Background: an optimization exercise with open tools, aiming at a short achievable clock period and few clock cycles. Do not read the settings as production practice. Function was checked by simulation only, so behaviour that the tests miss may differ from the original. Power figures rest on the tool's default switching activity, not on a simulated workload.

==> trial 80 <==
==> flow/design.v (excerpt) <==
module edf_and_weighted_round_robin_scheduler_core #(
  parameter int unsigned MAX_TASKS = edfwrr_pkg::MaxTasksDef
) (
  input  logic              clk_i,
  input  logic              rst_ni,
  input  logic              in_valid_i,
  output logic              in_stall_o,
  input  logic [54:0]       in_data_i,
  output logic              out_valid_o,
  input  logic              out_stall_i,
  output logic [38:0]       out_data_o,
  input  logic              cfg_we_i,
  input  logic [15:0]       cfg_wdata_i
);
==> flow/config.mk <==
export PLATFORM = sky130hd
export DESIGN_NAME = edf_and_weighted_round_robin_scheduler_core
export DESIGN_NICKNAME = edf_and_weighted_round_robin_scheduler_core
export VERILOG_FILES = /design/flow/design.v
export SDC_FILE = /design/flow/constraint.sdc
export NUM_CORES = 4
export LEC_CHECK = 0
export CAP_MARGIN = 40
export CORE_MARGIN = 2
export CORE_UTILIZATION = 30
export PLACE_DENSITY = 0.36
export SETUP_SLACK_MARGIN = 5
export SLEW_MARGIN = 40
export TNS_END_PERCENT = 5
==> flow/constraint.sdc <==
create_clock -name core_clock -period 10.0 [get_ports {clk_i}]
set_input_delay 2.0000 -clock core_clock [delete_from_list [all_inputs] [get_ports {clk_i}]]
set_output_delay 2.0000 -clock core_clock [all_outputs]
set_load 0.01 [all_outputs]
run.sh (not shown) runs the stock make flow with config.mk's settings and CLKGATE_MAP_FILE= SYNTH_SCRIPT=/design/flow/synth_recipe.tcl, a recipe that flattens the netlist after the stock synthesis.
==> inputs of trial 38, as changes to trial 80 <==
--- a/flow/design.v
+++ b/flow/design.v
@@ -188,17 +188,18 @@
     else tick_upd = {dec16(pl), (dl == 16'd0) ? 16'd0 : dec16(dl)};
   endfunction
   logic              stall_q;
   logic              vld_q;
   edfwrr_pkg::cmd_t  cmd_q;
   logic [2:0]        fv_q;             
-  logic [2:0][50:0]  fd_q;             
+  logic [2:0][38:0]  fd_q;             
   logic [N-1:0]      rdy_q, run_q, blk_q, sus_q, rt_q;
   logic [N-1:0]      dly1_q;           
   logic [N-1:0]      cur_q;            
   logic [N-1:0]      gtc_q;            
+  logic [3:0]        curb_q;           
   logic [N:0]        tot_q;            
   logic [31:0]       cnt_q;
   logic [15:0]       prio_q;
   logic [N-1:0][15:0] dly_q;
   logic [N-1:0][15:0] plen_q, dlen_q;
   logic [N-1:0][15:0] plt_q, dlt_q;    
@@ -228,19 +229,13 @@
   assign is_res   = vld_q && op == OpResume;
   assign nz      = !tot_q[0];
   assign full    = tot_q[N];
   assign cur_ok  = |(cur_q & (rdy_q | run_q));
   assign tgt_sok = |(tgt_oh & (rdy_q | run_q));
   assign tgt_rok = |(tgt_oh & sus_q);
-  assign tgt_cur = |(tgt_oh & cur_q);
-  always_comb begin
-    for (int i = 0; i < N; i++) begin
-      gtc_q[i] = 1'b0;
-      for (int j = 0; j < i; j++) if (cur_q[j]) gtc_q[i] = 1'b1;
-    end
-  end
+  assign tgt_cur = (tgt == curb_q);
   assign add_ok  = is_add && !full;
   assign add_row = add_oh & {N{add_ok}};
   assign do_dly  = is_delay && cur_ok;
   assign do_sus  = is_sus && tgt_sok;
   assign do_res  = is_res && tgt_rok;
   assign tk      = is_tick && nz;
@@ -368,22 +363,43 @@
       for (int j = 0; j < N; j++) acc = acc | ({8{win_r[j]}} & sdif[i][j]);
       dd_w[i] = (acc & {8{!dd_keep[i]}}) | (dd_q[i] & {8{dd_keep[i]}});
     end
   end
   logic [N-1:0] win;
   logic         disp;
-  logic [N-1:0] cur_n;
+  logic [N-1:0] cur_n, gtc_n;
+  logic [3:0]   curb_n, win_b;
   logic [31:0]  cnt_n;
   logic [1:0]   stat;
   logic         byd;
   assign win      = win_e | (win_r & {N{!found_e}});
   assign disp     = found_e || any_r;
   always_comb begin
-    cur_n = cur_q;
-    if (add_ok)    cur_n = add_oh;
-    else if (disp) cur_n = win;
+    win_b = '0;
+    for (int i = 0; i < N; i++) if (win[i]) win_b = win_b | 4'(i);
+  end
+  always_comb begin
+    cur_n  = cur_q;
+    gtc_n  = gtc_q;
+    curb_n = curb_q;
+    if (add_ok) begin
+      cur_n  = add_oh;
+      curb_n = '0;
+      for (int i = 0; i < N; i++) begin
+        gtc_n[i] = 1'b0;
+        for (int j = 0; j < i; j++) if (add_oh[j]) gtc_n[i] = 1'b1;
+        if (add_oh[i]) curb_n = 4'(i);
+      end
+    end else if (disp) begin
+      cur_n  = win;
+      curb_n = win_b;
+      for (int i = 0; i < N; i++) begin
+        gtc_n[i] = 1'b0;
+        for (int j = 0; j < i; j++) if (win[j]) gtc_n[i] = 1'b1;
+      end
+    end
   end
   assign cnt_n = disp ? inc32(cnt_q) : cnt_q;
   assign byd   = found_e;
   always_comb begin
     if (sweep) begin
       stat = disp ? StatOk : StatNoReady;
@@ -393,25 +409,27 @@
       stat = StatOk;
     end else begin
       stat = StatReject;
     end
   end
   logic        pop;
-  logic [50:0] res;
+  logic [38:0] res;
   assign pop = fv_q[0] && !out_stall_i;
-  assign res = {stat, cur_n, byd, cnt_n};
+  assign res = {stat, curb_n, byd, cnt_n};
   always_ff @(posedge clk_i or negedge rst_ni) begin
     if (!rst_ni) begin
       stall_q <= 1'b0;
       vld_q   <= 1'b0;
       fv_q    <= '0;
       rdy_q   <= '0;
       run_q   <= '0;
       blk_q   <= '0;
       sus_q   <= '0;
       cur_q   <= 16'd1;
+      gtc_q   <= 16'hfffe;
+      curb_q  <= '0;
       tot_q   <= 17'd1;
       cnt_q   <= '0;
       prio_q  <= InitPrioReset;
     end else begin
       logic       acc;
       logic [1:0] n_after;
@@ -434,29 +452,31 @@
       if (vld_q) begin
         rdy_q  <= (rdy_b & ~win) | add_row;
         run_q  <= run_b | win;
         blk_q  <= blk_a;
         sus_q  <= sus_p;
         cur_q  <= cur_n;
+        gtc_q  <= gtc_n;
+        curb_q <= curb_n;
         cnt_q  <= cnt_n;
         if (add_ok) tot_q <= {tot_q[N-1:0], 1'b0};
       end
       if (cfg_we_i) prio_q <= cfg_wdata_i;
     end
   end
-  logic [2:0][50:0] fd_n;
+  logic [2:0][38:0] fd_n;
   always_comb begin
     for (int k = 0; k < 3; k++) begin
       logic       from_next, from_here, from_res;
-      logic [50:0] nxt;
+      logic [38:0] nxt;
       nxt       = (k < 2) ? fd_q[(k < 2) ? k + 1 : k] : '0;
       from_next = pop && (k < 2) && fv_q[(k < 2) ? k + 1 : k];
       from_here = !pop && fv_q[k];
       from_res  = !from_next && !from_here;
-      fd_n[k] = ({51{from_next}} & nxt) | ({51{from_here}} & fd_q[k]) |
-                ({51{from_res}} & res);
+      fd_n[k] = ({39{from_next}} & nxt) | ({39{from_here}} & fd_q[k]) |
+                ({39{from_res}} & res);
     end
   end
   always_ff @(posedge clk_i) begin
     fd_q <= fd_n;
   end
   always_ff @(posedge clk_i) begin
@@ -488,13 +508,8 @@
         dly1_q[i] <= dly1_n[i];
       end
     end
   end
   assign in_stall_o  = stall_q;
   assign out_valid_o = fv_q[0];
-  logic [3:0] head_task;
-  always_comb begin
-    head_task = '0;
-    for (int i = 0; i < N; i++) if (fd_q[0][33 + i]) head_task = head_task | 4'(i);
-  end
-  assign out_data_o  = {fd_q[0][50:49], head_task, fd_q[0][32:0]};
+  assign out_data_o  = fd_q[0];
 endmodule
==> inputs of trial 66, as changes to trial 80 <==
==> flow/flow/run.sh (new file) <==
#!/bin/bash
set -o pipefail
bash standard.sh MATCH_CELL_FOOTPRINT=0 finish > standard.log 2>&1
==> flow/standard.sh (new file) <==
#!/bin/bash
# synth_recipe.tcl (not shown) runs the flow's synth.tcl, then flattens the netlist and writes it again
# the make line also repeats each setting of config.mk as NAME=value (left out here)
make -C /OpenROAD-flow-scripts/flow DESIGN_CONFIG=/design/flow/config.mk WORK_HOME=/design/flow/orfs CLKGATE_MAP_FILE= SYNTH_SCRIPT=/design/flow/synth_recipe.tcl "${@:-finish}"
removed: flow/run.sh
==> inputs of trial 44, as changes to trial 80 <==
--- a/flow/design.v
+++ b/flow/design.v
@@ -150,31 +150,12 @@
       end
     end
     c[0] = ~bin;
     for (int k = 1; k < 8; k++) c[k] = gg[k-1] | (pp[k-1] & ~bin);
     sub8 = x ^ c;
   endfunction
-  function automatic logic [17:0] pair8(input logic [7:0] a, input logic [7:0] b);
-    logic [7:0] gg, pp, h, c0, c1;
-    gg = a & ~b;
-    pp = a | ~b;
-    h  = a ^ ~b;
-    for (int s = 0; s < 3; s++) begin
-      for (int k = 7; k >= (1 << s); k--) begin
-        gg[k] = gg[k] | (pp[k] & gg[k - (1 << s)]);
-        pp[k] = pp[k] & pp[k - (1 << s)];
-      end
-    end
-    c0[0] = 1'b0;
-    c1[0] = 1'b1;
-    for (int k = 1; k < 8; k++) begin
-      c0[k] = gg[k-1];
-      c1[k] = gg[k-1] | pp[k-1];
-    end
-    pair8 = {!(gg[7] | pp[7]), gg[7], h ^ c1, h ^ c0};
-  endfunction
   function automatic logic [15:0] dec16(input logic [15:0] x);
     for (int k = 0; k < 16; k++) begin
       dec16[k] = x[k] ^ ((x & ((16'd1 << k) - 16'd1)) == 16'd0);
     end
   endfunction
   function automatic logic [31:0] inc32(input logic [31:0] x);
@@ -188,17 +169,18 @@
     else tick_upd = {dec16(pl), (dl == 16'd0) ? 16'd0 : dec16(dl)};
   endfunction
   logic              stall_q;
   logic              vld_q;
   edfwrr_pkg::cmd_t  cmd_q;
   logic [2:0]        fv_q;             
-  logic [2:0][50:0]  fd_q;             
+  logic [2:0][38:0]  fd_q;             
   logic [N-1:0]      rdy_q, run_q, blk_q, sus_q, rt_q;
   logic [N-1:0]      dly1_q;           
   logic [N-1:0]      cur_q;            
   logic [N-1:0]      gtc_q;            
+  logic [3:0]        curb_q;           
   logic [N:0]        tot_q;            
   logic [31:0]       cnt_q;
   logic [15:0]       prio_q;
   logic [N-1:0][15:0] dly_q;
   logic [N-1:0][15:0] plen_q, dlen_q;
   logic [N-1:0][15:0] plt_q, dlt_q;    
@@ -228,19 +210,13 @@
   assign is_res   = vld_q && op == OpResume;
   assign nz      = !tot_q[0];
   assign full    = tot_q[N];
   assign cur_ok  = |(cur_q & (rdy_q | run_q));
   assign tgt_sok = |(tgt_oh & (rdy_q | run_q));
   assign tgt_rok = |(tgt_oh & sus_q);
-  assign tgt_cur = |(tgt_oh & cur_q);
-  always_comb begin
-    for (int i = 0; i < N; i++) begin
-      gtc_q[i] = 1'b0;
-      for (int j = 0; j < i; j++) if (cur_q[j]) gtc_q[i] = 1'b1;
-    end
-  end
+  assign tgt_cur = (tgt == curb_q);
   assign add_ok  = is_add && !full;
   assign add_row = add_oh & {N{add_ok}};
   assign do_dly  = is_delay && cur_ok;
   assign do_sus  = is_sus && tgt_sok;
   assign do_res  = is_res && tgt_rok;
   assign tk      = is_tick && nz;
@@ -322,32 +298,20 @@
   end
   logic [N-1:0]       win_r;
   logic               any_r;
   logic [N-1:0][N-1:0] bef;            
   logic [N-1:0][N-1:0] ltd;            
   logic [N-1:0][7:0]  dd_w;
-  logic [N-1:0][N-1:0][7:0] sdif;     
   always_comb begin
     for (int i = 0; i < N; i++) begin
       for (int j = 0; j < N; j++) begin
+        ltd[i][j] = lt16({8'd0, dd_q[i]}, {8'd0, dd_q[j]});
         if (gtc_q[i] != gtc_q[j]) bef[i][j] = gtc_q[i];
         else                      bef[i][j] = (i < j);
       end
     end
-    for (int i = 0; i < N; i++) begin
-      ltd[i][i]  = 1'b0;
-      sdif[i][i] = hm_q[i];
-      for (int j = i + 1; j < N; j++) begin
-        logic [17:0] pr;
-        pr = pair8(dd_q[i], dd_q[j]);
-        ltd[i][j]  = pr[17];
-        ltd[j][i]  = pr[16];
-        sdif[i][j] = bef[i][j] ? pr[7:0] : pr[15:8];
-        sdif[j][i] = bef[j][i] ? ~pr[15:8] : ~pr[7:0];
-      end
-    end
   end
   always_comb begin
     for (int i = 0; i < N; i++) begin
       logic beaten;
       beaten = 1'b0;
       for (int j = 0; j < N; j++) begin
@@ -356,34 +320,58 @@
         end
       end
       win_r[i] = cand_r[i] && !beaten;
     end
   end
   assign any_r = |cand_r;
-  logic [N-1:0] dd_keep;
   always_comb begin
     for (int i = 0; i < N; i++) begin
       logic [7:0] acc;
-      dd_keep[i] = !(cand_r[i] && !found_e);
-      acc = '0;
-      for (int j = 0; j < N; j++) acc = acc | ({8{win_r[j]}} & sdif[i][j]);
-      dd_w[i] = (acc & {8{!dd_keep[i]}}) | (dd_q[i] & {8{dd_keep[i]}});
+      acc = hm_q[i] & {8{win_r[i]}};
+      for (int j = 0; j < N; j++) begin
+        if (j != i) begin
+          acc = acc | ({8{win_r[j]}} & sub8(dd_q[i], dd_q[j], bef[i][j]));
+        end
+      end
+      dd_w[i] = acc;
     end
   end
   logic [N-1:0] win;
-  logic         disp;
-  logic [N-1:0] cur_n;
+  logic         disp, walk_upd;
+  logic [N-1:0] cur_n, gtc_n;
+  logic [3:0]   curb_n, win_b;
   logic [31:0]  cnt_n;
   logic [1:0]   stat;
   logic         byd;
   assign win      = win_e | (win_r & {N{!found_e}});
   assign disp     = found_e || any_r;
+  assign walk_upd = !found_e;
   always_comb begin
-    cur_n = cur_q;
-    if (add_ok)    cur_n = add_oh;
-    else if (disp) cur_n = win;
+    win_b = '0;
+    for (int i = 0; i < N; i++) if (win[i]) win_b = win_b | 4'(i);
+  end
+  always_comb begin
+    cur_n  = cur_q;
+    gtc_n  = gtc_q;
+    curb_n = curb_q;
+    if (add_ok) begin
+      cur_n  = add_oh;
+      curb_n = '0;
+      for (int i = 0; i < N; i++) begin
+        gtc_n[i] = 1'b0;
+        for (int j = 0; j < i; j++) if (add_oh[j]) gtc_n[i] = 1'b1;
+        if (add_oh[i]) curb_n = 4'(i);
+      end
+    end else if (disp) begin
+      cur_n  = win;
+      curb_n = win_b;
+      for (int i = 0; i < N; i++) begin
+        gtc_n[i] = 1'b0;
+        for (int j = 0; j < i; j++) if (win[j]) gtc_n[i] = 1'b1;
+      end
+    end
   end
   assign cnt_n = disp ? inc32(cnt_q) : cnt_q;
   assign byd   = found_e;
   always_comb begin
     if (sweep) begin
       stat = disp ? StatOk : StatNoReady;
@@ -393,25 +381,27 @@
       stat = StatOk;
     end else begin
       stat = StatReject;
     end
   end
   logic        pop;
-  logic [50:0] res;
+  logic [38:0] res;
   assign pop = fv_q[0] && !out_stall_i;
-  assign res = {stat, cur_n, byd, cnt_n};
+  assign res = {stat, curb_n, byd, cnt_n};
   always_ff @(posedge clk_i or negedge rst_ni) begin
     if (!rst_ni) begin
       stall_q <= 1'b0;
       vld_q   <= 1'b0;
       fv_q    <= '0;
       rdy_q   <= '0;
       run_q   <= '0;
       blk_q   <= '0;
       sus_q   <= '0;
       cur_q   <= 16'd1;
+      gtc_q   <= 16'hfffe;
+      curb_q  <= '0;
       tot_q   <= 17'd1;
       cnt_q   <= '0;
       prio_q  <= InitPrioReset;
     end else begin
       logic       acc;
       logic [1:0] n_after;
@@ -434,67 +424,57 @@
       if (vld_q) begin
         rdy_q  <= (rdy_b & ~win) | add_row;
         run_q  <= run_b | win;
         blk_q  <= blk_a;
         sus_q  <= sus_p;
         cur_q  <= cur_n;
+        gtc_q  <= gtc_n;
+        curb_q <= curb_n;
         cnt_q  <= cnt_n;
         if (add_ok) tot_q <= {tot_q[N-1:0], 1'b0};
       end
       if (cfg_we_i) prio_q <= cfg_wdata_i;
     end
   end
-  logic [2:0][50:0] fd_n;
-  always_comb begin
-    for (int k = 0; k < 3; k++) begin
-      logic       from_next, from_here, from_res;
-      logic [50:0] nxt;
-      nxt       = (k < 2) ? fd_q[(k < 2) ? k + 1 : k] : '0;
-      from_next = pop && (k < 2) && fv_q[(k < 2) ? k + 1 : k];
-      from_here = !pop && fv_q[k];
-      from_res  = !from_next && !from_here;
-      fd_n[k] = ({51{from_next}} & nxt) | ({51{from_here}} & fd_q[k]) |
-                ({51{from_res}} & res);
-    end
-  end
   always_ff @(posedge clk_i) begin
-    fd_q <= fd_n;
+    if (pop) begin
+      fd_q[0] <= fd_q[1];
+      fd_q[1] <= fd_q[2];
+    end
+    if (vld_q) begin
+      if (pop) begin
+        if (!fv_q[1])      fd_q[0] <= res;
+        else if (!fv_q[2]) fd_q[1] <= res;
+        else               fd_q[2] <= res;
+      end else begin
+        if (!fv_q[0])      fd_q[0] <= res;
+        else if (!fv_q[1]) fd_q[1] <= res;
+        else               fd_q[2] <= res;
+      end
+    end
   end
   always_ff @(posedge clk_i) begin
     if (!stall_q) cmd_q <= in_data_i;
   end
-  always_ff @(posedge clk_i or negedge rst_ni) begin
-    if (!rst_ni) begin
-      dlt_q <= '0;
-      dd_q  <= '0;
-    end else begin
-      for (int i = 0; i < N; i++) begin
-        dlt_q[i] <= dlt_n[i];
-        dd_q[i]  <= add_row[i] ? prio_q[7:0] - 8'd1 : dd_w[i];
-      end
-    end
-  end
   always_ff @(posedge clk_i) begin
     for (int i = 0; i < N; i++) begin
       plt_q[i] <= plt_n[i];
+      dlt_q[i] <= dlt_n[i];
       if (add_row[i]) begin
         rt_q[i]   <= cmd_q.task_deadline != 16'd0;
         plen_q[i] <= cmd_q.task_period;
         dlen_q[i] <= cmd_q.task_deadline;
+        dd_q[i]   <= prio_q[7:0] - 8'd1;
         hm_q[i]   <= prio_q[15:8] - 8'd1;
         dly_q[i]  <= 16'd0;
         dly1_q[i] <= 1'b0;
       end else begin
         dly_q[i]  <= dly_n[i];
         dly1_q[i] <= dly1_n[i];
+        if (cand_r[i] && walk_upd) dd_q[i] <= dd_w[i];
       end
     end
   end
   assign in_stall_o  = stall_q;
   assign out_valid_o = fv_q[0];
-  logic [3:0] head_task;
-  always_comb begin
-    head_task = '0;
-    for (int i = 0; i < N; i++) if (fd_q[0][33 + i]) head_task = head_task | 4'(i);
-  end
-  assign out_data_o  = {fd_q[0][50:49], head_task, fd_q[0][32:0]};
+  assign out_data_o  = fd_q[0];
 endmodule
==> flow/flow/run.sh (new file) <==
#!/bin/bash
set -o pipefail
cp standard.sh standard_copy.log
bash standard.sh SETUP_SLACK_MARGIN=6.5 finish > standard.log 2>&1
==> flow/standard.sh (new file) <==
#!/bin/bash
# synth_recipe.tcl (not shown) runs the flow's synth.tcl, then flattens the netlist and writes it again
# the make line also repeats each setting of config.mk as NAME=value (left out here)
make -C /OpenROAD-flow-scripts/flow DESIGN_CONFIG=/design/flow/config.mk WORK_HOME=/design/flow/orfs CLKGATE_MAP_FILE= SYNTH_SCRIPT=/design/flow/synth_recipe.tcl "${@:-finish}"
CORE_UTILIZATION = 40   (was 30)
PLACE_DENSITY = not set   (was 0.36)
removed: flow/run.sh
==> summary.txt <==
|  | trial 44 | trial 38 | trial 66 | trial 80 |
|---|---|---|---|---|
| Run status | aborted with a tool error | finished clean | complete, but fails checks | finished clean |
| Last stage reached | 5_1_grt | - | - | - |
| Reasons for failing layout checks | - | - | capacitance limit, slew limit | - |
| Routed wire length | - | 1607 mm | 1725 mm | 1728 mm |
| Data required time of the critical path | - | 10.91 ns | 10.89 ns | 10.88 ns |
| Count of multi-input combinational gates | - | 17570 | 17810 | 17810 |
| Core utilization of the finished layout | - | 36.81% | 38.03% | 38.09% |
| Total Power Consumption | - | 54.08 mW | 78.53 mW | 78.69 mW |
| Xor/xnor share of the synthesized area | 8.068% | 6.070% | 5.904% | 5.904% |
| Total of clock buffers placed in the layout | - | 389 | 390 | 377 |
| Final setup vio count | - | 0 | 0 | 0 |
| Library cell contributing the largest single delay on the critical path | - | sky130_fd_sc_hd__a221oi_1 | sky130_fd_sc_hd__or4b_2 | sky130_fd_sc_hd__a32oi_1 |
| Max-cap check violation count | - | 0 | 1 | 0 |
| Switch Pwr | - | 30.95 mW | 48.40 mW | 48.47 mW |
| Power per cell area | - | 235.7 nW/um2 | 328.8 nW/um2 | 328.9 nW/um2 |
| Clock-net power | - | 10.4 mW | 10.2 mW | 10.3 mW |
| Total number of clock tree sinks | 1908 | 1908 | 1923 | 1923 |
| Startpoint type of the worst setup path | - | flop | flop | flop |
| Total standard cell area after synthesis | 203000 um2 | 187600 um2 | 189100 um2 | 189100 um2 |
Testbench counts of trial 80, summed over its fixed seeds: cycles 16,893.
Testbench counts of trial 38, summed over its fixed seeds: cycles 16,893.
Testbench counts of trial 66, summed over its fixed seeds: cycles 16,893.
Testbench counts of trial 44, summed over its fixed seeds: cycles 16,893.

==> port drivers added, routing unchanged <==
The results above use ideal ports. As a check the final layouts listed here were re-extracted and re-timed, cells and wires unchanged.
Step 1 sets driving cells, clkbuf_16 on the clock port and buf_2 on the other inputs (assumed; they add their load-dependent delay and slew).
Step 2 also shifts input and output timing later by t, the mid clock arrival at the registers, as if the neighbouring blocks saw the same clock.
Slacks: ideal / step 1 / step 2; pairs: ideal / step 1.
| run | t, ns | slack for setup (ns) | worst setup path after step 2 | latest minus earliest clock arrival (ns) | cell pins on the clock port's net |
|---|---|---|---|---|---|
| trial 80 | 1.191 | 3.824 / 3.824 / 3.824 | register to register | 0.164 / 0.164 | 1 |
| trial 38 | 1.161 | 4.005 / 4.005 / 4.005 | register to register | 0.109 / 0.109 | 1 |
| trial 66 | 1.259 | 3.865 / 3.865 / 3.865 | register to register | 0.123 / 0.122 | 1 |
